What follows belongs to an exercise in optimizing a design on an open flow for small area, a short achievable clock period and few clock cycles per item; a production flow would make more cautious choices.
At most, simulation tests tie the RTL to the original design; equivalence was not proved.

==> v33: inputs <==
Design msort_top, start of the top module:
module msort_top (
  input  wire        clk,
  input  wire        rst,
  input  wire [63:0] i_rec,
  input  wire        i_rec_valid,
  input  wire [2:0]  i_rec_idx,
  input  wire        i_req_full,
  input  wire        i_out_full,
  output wire [2:0]  o_req_idx,
  output wire        o_req_valid,
  output wire [63:0] o_rec,
  output wire        o_valid
);
==> module merge_tree, before the edit <==
module merge_tree #(
  parameter int W_LOG = 3
) (
  input  wire              CLK,
  input  wire              RST,
  input  logic [63:0]      i_rec,
  input  wire              i_rec_valid,
  input  wire [W_LOG-1:0]  i_rec_idx,
  input  wire              i_req_full,
  input  wire              i_out_full,
  output logic [W_LOG-1:0] o_req_idx,
  output logic             o_req_valid,
  output logic [63:0]      o_rec,
  output logic             o_valid
);
  localparam int NL = 2**W_LOG;
  localparam int NB = 3;                
  logic [63:0]       head [NL];
  logic [NL-1:0]     hv;                
  logic [63:0]       buff [NL][NB];
  logic [NB-1:0]     rp   [NL];         
  logic [NB-1:0]     wp   [NL];         
  logic [NB-1:0]     bcnt [NL];         
  logic [NB:0]       owed [NL];         
  logic              req_ok;            
  logic [63:0]       bhead [NL];        
  logic [NL-1:0]     win;               
  logic [NL-1:0]     pop;
  logic [NL-1:0]     enq;
  logic [NL-1:0]     hload;             
  logic [NL-1:0]     bnz;               
  logic              fire;
  logic [NL-1:0]     owe;               
  logic [NL-1:0]     req;               
  logic              lt [NL][NL];       
  for (genvar l = 0; l < NL; l++) begin : g_leaf
    always_comb begin
      bhead[l] = '0;
      for (int s = 0; s < NB; s++) bhead[l] = bhead[l] | (rp[l][s] ? buff[l][s] : 64'd0);
    end
    assign bnz[l]   = bcnt[l][0];
    assign owe[l]   = owed[l][0];
    assign enq[l]   = i_rec_valid && (i_rec_idx == W_LOG'(l));
    assign hload[l] = pop[l] | ~hv[l];
  end
  for (genvar i = 0; i < NL; i++) begin : g_row
    for (genvar j = 0; j < NL; j++) begin : g_col
      if (i < j) begin : g_cmp
        assign lt[i][j] = msort_pkg::key_lt(head[i][63:32], head[j][63:32]);
      end else begin : g_none
        assign lt[i][j] = 1'b0;
      end
    end
  end
  always_comb begin
    for (int i = 0; i < NL; i++) begin
      win[i] = 1'b1;
      for (int j = 0; j < NL; j++) begin
        if (j < i && lt[j][i])  win[i] = 1'b0;
        if (j > i && !lt[i][j]) win[i] = 1'b0;
      end
    end
  end
  assign fire = &hv;
  assign pop  = fire ? win : '0;
  always_comb begin
    req = '0;
    o_req_idx = '0;
    for (int l = NL - 1; l >= 0; l--) begin
      if (owe[l]) begin
        req = '0;
        req[l] = 1'b1;
        o_req_idx = W_LOG'(l);
      end
    end
    if (!req_ok) req = '0;
  end
  assign o_req_valid = req_ok & (|owe);
  always_ff @(posedge CLK) begin
    if (RST) begin
      req_ok  <= 1'b0;
      o_valid <= 1'b0;
      hv      <= '0;
      for (int l = 0; l < NL; l++) begin
        rp[l]   <= NB'(1);
        wp[l]   <= NB'(1);
        bcnt[l] <= '0;
        owed[l] <= '0;
      end
    end else begin
      req_ok  <= ~i_req_full;
      o_valid <= fire;
      for (int l = 0; l < NL; l++) begin
        logic bdeq, benq;
        benq = enq[l] & hv[l];
        bdeq = hload[l] & (bnz[l] | enq[l]) & hv[l];
        if (hload[l]) hv[l] <= bnz[l] | enq[l];
        if (bdeq) rp[l] <= {rp[l][NB-2:0], rp[l][NB-1]};
        if (benq) wp[l] <= {wp[l][NB-2:0], wp[l][NB-1]};
        case ({benq, bdeq})
          2'b10:   bcnt[l] <= {bcnt[l][NB-2:0], 1'b1};
          2'b01:   bcnt[l] <= {1'b0, bcnt[l][NB-1:1]};
          default: ;
        endcase
        case ({pop[l], req[l]})
          2'b10:   owed[l] <= {owed[l][NB-1:0], 1'b1};
          2'b01:   owed[l] <= {1'b0, owed[l][NB:1]};
          default: ;
        endcase
      end
    end
  end
  always_ff @(posedge CLK) begin
    for (int l = 0; l < NL; l++) begin
      if (hload[l]) head[l] <= bnz[l] ? bhead[l] : i_rec;
      for (int s = 0; s < NB; s++) begin
        if (enq[l] && hv[l] && wp[l][s]) buff[l][s] <= i_rec;
      end
    end
  end
  always_ff @(posedge CLK) begin
    logic [63:0] sel;
    sel = '0;
    for (int l = 0; l < NL; l++) sel = sel | (win[l] ? head[l] : 64'd0);
    o_rec <= sel;
  end
endmodule
Settings: LEC_CHECK=0, CAP_MARGIN=20, CORE_MARGIN=2, CORE_UTILIZATION=40, SLEW_MARGIN=20; clock period 10.0 ns.
run.sh (not shown) runs the stock make flow with config.mk's settings and CLKGATE_MAP_FILE= SYNTH_SCRIPT=/design/flow/synth_recipe.tcl, a recipe that flattens the netlist after the stock synthesis.
==> inputs of v37, as changes to v33 <==
--- a/flow/design.v
+++ b/flow/design.v
@@ -56,63 +56,93 @@
   logic [NB-1:0]     wp   [NL];         
   logic [NB-1:0]     bcnt [NL];         
   logic [NB:0]       owed [NL];         
-  logic              req_ok;            
   logic [63:0]       bhead [NL];        
-  logic [NL-1:0]     win;               
   logic [NL-1:0]     pop;
   logic [NL-1:0]     enq;
   logic [NL-1:0]     hload;             
   logic [NL-1:0]     bnz;               
   logic              fire;
-  logic [NL-1:0]     owe;               
   logic [NL-1:0]     req;               
-  logic              lt [NL][NL];       
   for (genvar l = 0; l < NL; l++) begin : g_leaf
     always_comb begin
       bhead[l] = '0;
       for (int s = 0; s < NB; s++) bhead[l] = bhead[l] | (rp[l][s] ? buff[l][s] : 64'd0);
     end
     assign bnz[l]   = bcnt[l][0];
-    assign owe[l]   = owed[l][0];
     assign enq[l]   = i_rec_valid && (i_rec_idx == W_LOG'(l));
     assign hload[l] = pop[l] | ~hv[l];
   end
-  for (genvar i = 0; i < NL; i++) begin : g_row
-    for (genvar j = 0; j < NL; j++) begin : g_col
-      if (i < j) begin : g_cmp
-        assign lt[i][j] = msort_pkg::key_lt(head[i][63:32], head[j][63:32]);
-      end else begin : g_none
-        assign lt[i][j] = 1'b0;
-      end
-    end
+  logic [63:0] e2_head [2];           
+  logic [1:0]  e2_v, e2_pop;
+  for (genvar m = 0; m < 2; m++) begin : g_n1
+    logic       lt [4][4];
+    logic [3:0] w;
+    logic [63:0] sel;
+    logic       f;
+    for (genvar i = 0; i < 4; i++) begin : g_row
+      for (genvar j = 0; j < 4; j++) begin : g_col
+        if (i < j) begin : g_cmp
+          assign lt[i][j] = msort_pkg::key_lt(head[4*m+i][63:32], head[4*m+j][63:32]);
+        end else begin : g_none
+          assign lt[i][j] = 1'b0;
+        end
+      end
+    end
+    always_comb begin
+      for (int i = 0; i < 4; i++) begin
+        w[i] = 1'b1;
+        for (int j = 0; j < 4; j++) begin
+          if (j < i && lt[j][i])  w[i] = 1'b0;
+          if (j > i && !lt[i][j]) w[i] = 1'b0;
+        end
+      end
+      sel = '0;
+      for (int i = 0; i < 4; i++) sel = sel | (w[i] ? head[4*m+i] : 64'd0);
+    end
+    assign f = (&hv[4*m+3:4*m]) & (~e2_v[m] | e2_pop[m]);
+    assign pop[4*m+3:4*m] = f ? w : 4'b0;
+    always_ff @(posedge CLK) begin
+      if (RST) e2_v[m] <= 1'b0;
+      else if (f | e2_pop[m]) e2_v[m] <= f;
+    end
+    always_ff @(posedge CLK) begin
+      if (f) e2_head[m] <= sel;
+    end
+  end
+  logic root_lt;
+  assign root_lt = msort_pkg::key_lt(e2_head[0][63:32], e2_head[1][63:32]);
+  assign fire      = e2_v[0] & e2_v[1];
+  assign e2_pop[0] = fire & root_lt;
+  assign e2_pop[1] = fire & ~root_lt;
+  logic [NB:0]   owed_nx [NL];
+  logic [NL-1:0] owe_nx;
+  logic [NL-1:0] req_nx;
+  logic [W_LOG-1:0] req_idx_nx;
+  for (genvar l = 0; l < NL; l++) begin : g_owed
+    always_comb begin
+      case ({pop[l], req[l]})
+        2'b10:   owed_nx[l] = {owed[l][NB-1:0], 1'b1};
+        2'b01:   owed_nx[l] = {1'b0, owed[l][NB:1]};
+        default: owed_nx[l] = owed[l];
+      endcase
+    end
+    assign owe_nx[l] = owed_nx[l][0];
   end
   always_comb begin
-    for (int i = 0; i < NL; i++) begin
-      win[i] = 1'b1;
-      for (int j = 0; j < NL; j++) begin
-        if (j < i && lt[j][i])  win[i] = 1'b0;
-        if (j > i && !lt[i][j]) win[i] = 1'b0;
-      end
-    end
-  end
-  assign fire = &hv;
-  assign pop  = fire ? win : '0;
-  always_comb begin
-    req = '0;
-    o_req_idx = '0;
+    req_nx = '0;
+    req_idx_nx = '0;
     for (int l = NL - 1; l >= 0; l--) begin
-      if (owe[l]) begin
-        req = '0;
-        req[l] = 1'b1;
-        o_req_idx = W_LOG'(l);
-      end
-    end
-    if (!req_ok) req = '0;
-  end
-  assign o_req_valid = req_ok & (|owe);
+      if (owe_nx[l]) begin
+        req_nx = '0;
+        req_nx[l] = 1'b1;
+        req_idx_nx = W_LOG'(l);
+      end
+    end
+  end
   always_ff @(posedge CLK) begin
     if (RST) begin
-      req_ok  <= 1'b0;
+      o_req_valid <= 1'b0;
+      req         <= '0;
       o_valid <= 1'b0;
       hv      <= '0;
       for (int l = 0; l < NL; l++) begin
@@ -122,7 +152,8 @@
         owed[l] <= '0;
       end
     end else begin
-      req_ok  <= ~i_req_full;
+      o_req_valid <= ~i_req_full & (|owe_nx);
+      req         <= i_req_full ? '0 : req_nx;
       o_valid <= fire;
       for (int l = 0; l < NL; l++) begin
         logic bdeq, benq;
@@ -136,13 +167,12 @@
           2'b01:   bcnt[l] <= {1'b0, bcnt[l][NB-1:1]};
           default: ;
         endcase
-        case ({pop[l], req[l]})
-          2'b10:   owed[l] <= {owed[l][NB-1:0], 1'b1};
-          2'b01:   owed[l] <= {1'b0, owed[l][NB:1]};
-          default: ;
-        endcase
-      end
-    end
+        owed[l] <= owed_nx[l];
+      end
+    end
+  end
+  always_ff @(posedge CLK) begin
+    o_req_idx <= req_idx_nx;
   end
   always_ff @(posedge CLK) begin
     for (int l = 0; l < NL; l++) begin
@@ -153,10 +183,7 @@
     end
   end
   always_ff @(posedge CLK) begin
-    logic [63:0] sel;
-    sel = '0;
-    for (int l = 0; l < NL; l++) sel = sel | (win[l] ? head[l] : 64'd0);
-    o_rec <= sel;
+    o_rec <= root_lt ? e2_head[0] : e2_head[1];
   end
 endmodule
 `default_nettype wire
==> flow/flow/run.sh (new file) <==
#!/bin/bash
set -euo pipefail
MARGIN=6
sed -e "s/SETUP_SLACK_MARGIN=[0-9.]*/SETUP_SLACK_MARGIN=${MARGIN} SKIP_GATE_CLONING=1/" standard.sh > standard_margin.sh
grep -q "SETUP_SLACK_MARGIN=${MARGIN} SKIP_GATE_CLONING=1" standard_margin.sh
bash standard_margin.sh > flow.log 2>&1
==> flow/standard.sh (new file) <==
#!/bin/bash
# synth_recipe.tcl (not shown) runs the flow's synth.tcl, then flattens the netlist and writes it again
# the make line also repeats each setting of config.mk as NAME=value (left out here)
make -C /OpenROAD-flow-scripts/flow DESIGN_CONFIG=/design/flow/config.mk WORK_HOME=/design/flow/orfs CLKGATE_MAP_FILE= SYNTH_SCRIPT=/design/flow/synth_recipe.tcl "${@:-finish}"
- CORE_UTILIZATION: 40 -> 45
- SETUP_SLACK_MARGIN: unset -> 5
removed: flow/run.sh
==> inputs of v34, as changes to v33 <==
--- a/flow/design.v
+++ b/flow/design.v
@@ -56,63 +56,93 @@
   logic [NB-1:0]     wp   [NL];         
   logic [NB-1:0]     bcnt [NL];         
   logic [NB:0]       owed [NL];         
-  logic              req_ok;            
   logic [63:0]       bhead [NL];        
-  logic [NL-1:0]     win;               
   logic [NL-1:0]     pop;
   logic [NL-1:0]     enq;
   logic [NL-1:0]     hload;             
   logic [NL-1:0]     bnz;               
   logic              fire;
-  logic [NL-1:0]     owe;               
   logic [NL-1:0]     req;               
-  logic              lt [NL][NL];       
   for (genvar l = 0; l < NL; l++) begin : g_leaf
     always_comb begin
       bhead[l] = '0;
       for (int s = 0; s < NB; s++) bhead[l] = bhead[l] | (rp[l][s] ? buff[l][s] : 64'd0);
     end
     assign bnz[l]   = bcnt[l][0];
-    assign owe[l]   = owed[l][0];
     assign enq[l]   = i_rec_valid && (i_rec_idx == W_LOG'(l));
     assign hload[l] = pop[l] | ~hv[l];
   end
-  for (genvar i = 0; i < NL; i++) begin : g_row
-    for (genvar j = 0; j < NL; j++) begin : g_col
-      if (i < j) begin : g_cmp
-        assign lt[i][j] = msort_pkg::key_lt(head[i][63:32], head[j][63:32]);
-      end else begin : g_none
-        assign lt[i][j] = 1'b0;
-      end
-    end
+  logic [63:0] e2_head [2];           
+  logic [1:0]  e2_v, e2_pop;
+  for (genvar m = 0; m < 2; m++) begin : g_n1
+    logic       lt [4][4];
+    logic [3:0] w;
+    logic [63:0] sel;
+    logic       f;
+    for (genvar i = 0; i < 4; i++) begin : g_row
+      for (genvar j = 0; j < 4; j++) begin : g_col
+        if (i < j) begin : g_cmp
+          assign lt[i][j] = msort_pkg::key_lt(head[4*m+i][63:32], head[4*m+j][63:32]);
+        end else begin : g_none
+          assign lt[i][j] = 1'b0;
+        end
+      end
+    end
+    always_comb begin
+      for (int i = 0; i < 4; i++) begin
+        w[i] = 1'b1;
+        for (int j = 0; j < 4; j++) begin
+          if (j < i && lt[j][i])  w[i] = 1'b0;
+          if (j > i && !lt[i][j]) w[i] = 1'b0;
+        end
+      end
+      sel = '0;
+      for (int i = 0; i < 4; i++) sel = sel | (w[i] ? head[4*m+i] : 64'd0);
+    end
+    assign f = (&hv[4*m+3:4*m]) & (~e2_v[m] | e2_pop[m]);
+    assign pop[4*m+3:4*m] = f ? w : 4'b0;
+    always_ff @(posedge CLK) begin
+      if (RST) e2_v[m] <= 1'b0;
+      else if (f | e2_pop[m]) e2_v[m] <= f;
+    end
+    always_ff @(posedge CLK) begin
+      if (f) e2_head[m] <= sel;
+    end
+  end
+  logic root_lt;
+  assign root_lt = msort_pkg::key_lt(e2_head[0][63:32], e2_head[1][63:32]);
+  assign fire      = e2_v[0] & e2_v[1];
+  assign e2_pop[0] = fire & root_lt;
+  assign e2_pop[1] = fire & ~root_lt;
+  logic [NB:0]   owed_nx [NL];
+  logic [NL-1:0] owe_nx;
+  logic [NL-1:0] req_nx;
+  logic [W_LOG-1:0] req_idx_nx;
+  for (genvar l = 0; l < NL; l++) begin : g_owed
+    always_comb begin
+      case ({pop[l], req[l]})
+        2'b10:   owed_nx[l] = {owed[l][NB-1:0], 1'b1};
+        2'b01:   owed_nx[l] = {1'b0, owed[l][NB:1]};
+        default: owed_nx[l] = owed[l];
+      endcase
+    end
+    assign owe_nx[l] = owed_nx[l][0];
   end
   always_comb begin
-    for (int i = 0; i < NL; i++) begin
-      win[i] = 1'b1;
-      for (int j = 0; j < NL; j++) begin
-        if (j < i && lt[j][i])  win[i] = 1'b0;
-        if (j > i && !lt[i][j]) win[i] = 1'b0;
-      end
-    end
-  end
-  assign fire = &hv;
-  assign pop  = fire ? win : '0;
-  always_comb begin
-    req = '0;
-    o_req_idx = '0;
+    req_nx = '0;
+    req_idx_nx = '0;
     for (int l = NL - 1; l >= 0; l--) begin
-      if (owe[l]) begin
-        req = '0;
-        req[l] = 1'b1;
-        o_req_idx = W_LOG'(l);
-      end
-    end
-    if (!req_ok) req = '0;
-  end
-  assign o_req_valid = req_ok & (|owe);
+      if (owe_nx[l]) begin
+        req_nx = '0;
+        req_nx[l] = 1'b1;
+        req_idx_nx = W_LOG'(l);
+      end
+    end
+  end
   always_ff @(posedge CLK) begin
     if (RST) begin
-      req_ok  <= 1'b0;
+      o_req_valid <= 1'b0;
+      req         <= '0;
       o_valid <= 1'b0;
       hv      <= '0;
       for (int l = 0; l < NL; l++) begin
@@ -122,7 +152,8 @@
         owed[l] <= '0;
       end
     end else begin
-      req_ok  <= ~i_req_full;
+      o_req_valid <= ~i_req_full & (|owe_nx);
+      req         <= i_req_full ? '0 : req_nx;
       o_valid <= fire;
       for (int l = 0; l < NL; l++) begin
         logic bdeq, benq;
@@ -136,13 +167,12 @@
           2'b01:   bcnt[l] <= {1'b0, bcnt[l][NB-1:1]};
           default: ;
         endcase
-        case ({pop[l], req[l]})
-          2'b10:   owed[l] <= {owed[l][NB-1:0], 1'b1};
-          2'b01:   owed[l] <= {1'b0, owed[l][NB:1]};
-          default: ;
-        endcase
-      end
-    end
+        owed[l] <= owed_nx[l];
+      end
+    end
+  end
+  always_ff @(posedge CLK) begin
+    o_req_idx <= req_idx_nx;
   end
   always_ff @(posedge CLK) begin
     for (int l = 0; l < NL; l++) begin
@@ -153,10 +183,7 @@
     end
   end
   always_ff @(posedge CLK) begin
-    logic [63:0] sel;
-    sel = '0;
-    for (int l = 0; l < NL; l++) sel = sel | (win[l] ? head[l] : 64'd0);
-    o_rec <= sel;
+    o_rec <= root_lt ? e2_head[0] : e2_head[1];
   end
 endmodule
 `default_nettype wire
- CORE_UTILIZATION: 40 -> 45
- SETUP_SLACK_MARGIN: unset -> 5
==> comparison <==
Global-route usage: v33 > v37 > v34. Of v33 and v34, v33 has the higher synthesized area (gap about 6%, measured against v34). The highest register-to-register slack belongs to v37, the lowest to v33. In die area, v34 and v37 do not differ. The highest cell count belongs to v33, the lowest to v34. Wire length: v33 is higher than v34 (35%). Against v33, the clock-buffer cell count of v37 is higher by 50.
Testbench counts of v37, summed over its fixed seeds: cycles 15,389, records 12,966.
Testbench counts of v34, summed over its fixed seeds: cycles 15,389, records 12,966.
Function not checked in v33: the RTL went through the layout flow alone.

==> port drivers added, routing unchanged <==
Ports are ideal in the flow. The routed layouts listed here were re-timed in OpenROAD.
Step 1: set_driving_cell puts a clkbuf_16 on clk and a buf_2 on each other input, an assumption about the parent block.
Step 2 times the ports against the registers' clock, not the clock port: input delays grow and output delays shrink by t, the midpoint of the rising clock arrivals with the driver on.
Slacks: ideal ports / drivers / drivers and shift; pairs: ideal ports / drivers.
| run | shift t [ns] | setup WS [ns] | hold WS [ns] | worst setup path after step 2 |
|---|---|---|---|---|
| v33 | 0.978 | 2.970 / 2.970 / 2.970 | 0.476 / 0.476 / 0.476 | register to register |
| v37 | 0.970 | 5.880 / 5.880 / 5.087 | 0.464 / 0.464 / 0.464 | input to register |
| v34 | 0.967 | 5.037 / 5.037 / 4.667 | 0.464 / 0.464 / 0.464 | input to register |
After both steps every run listed still meets setup and hold. For v37, which loses most, drivers alone change the setup slack by 0.000 ns; drivers and shift together by -0.793 ns.
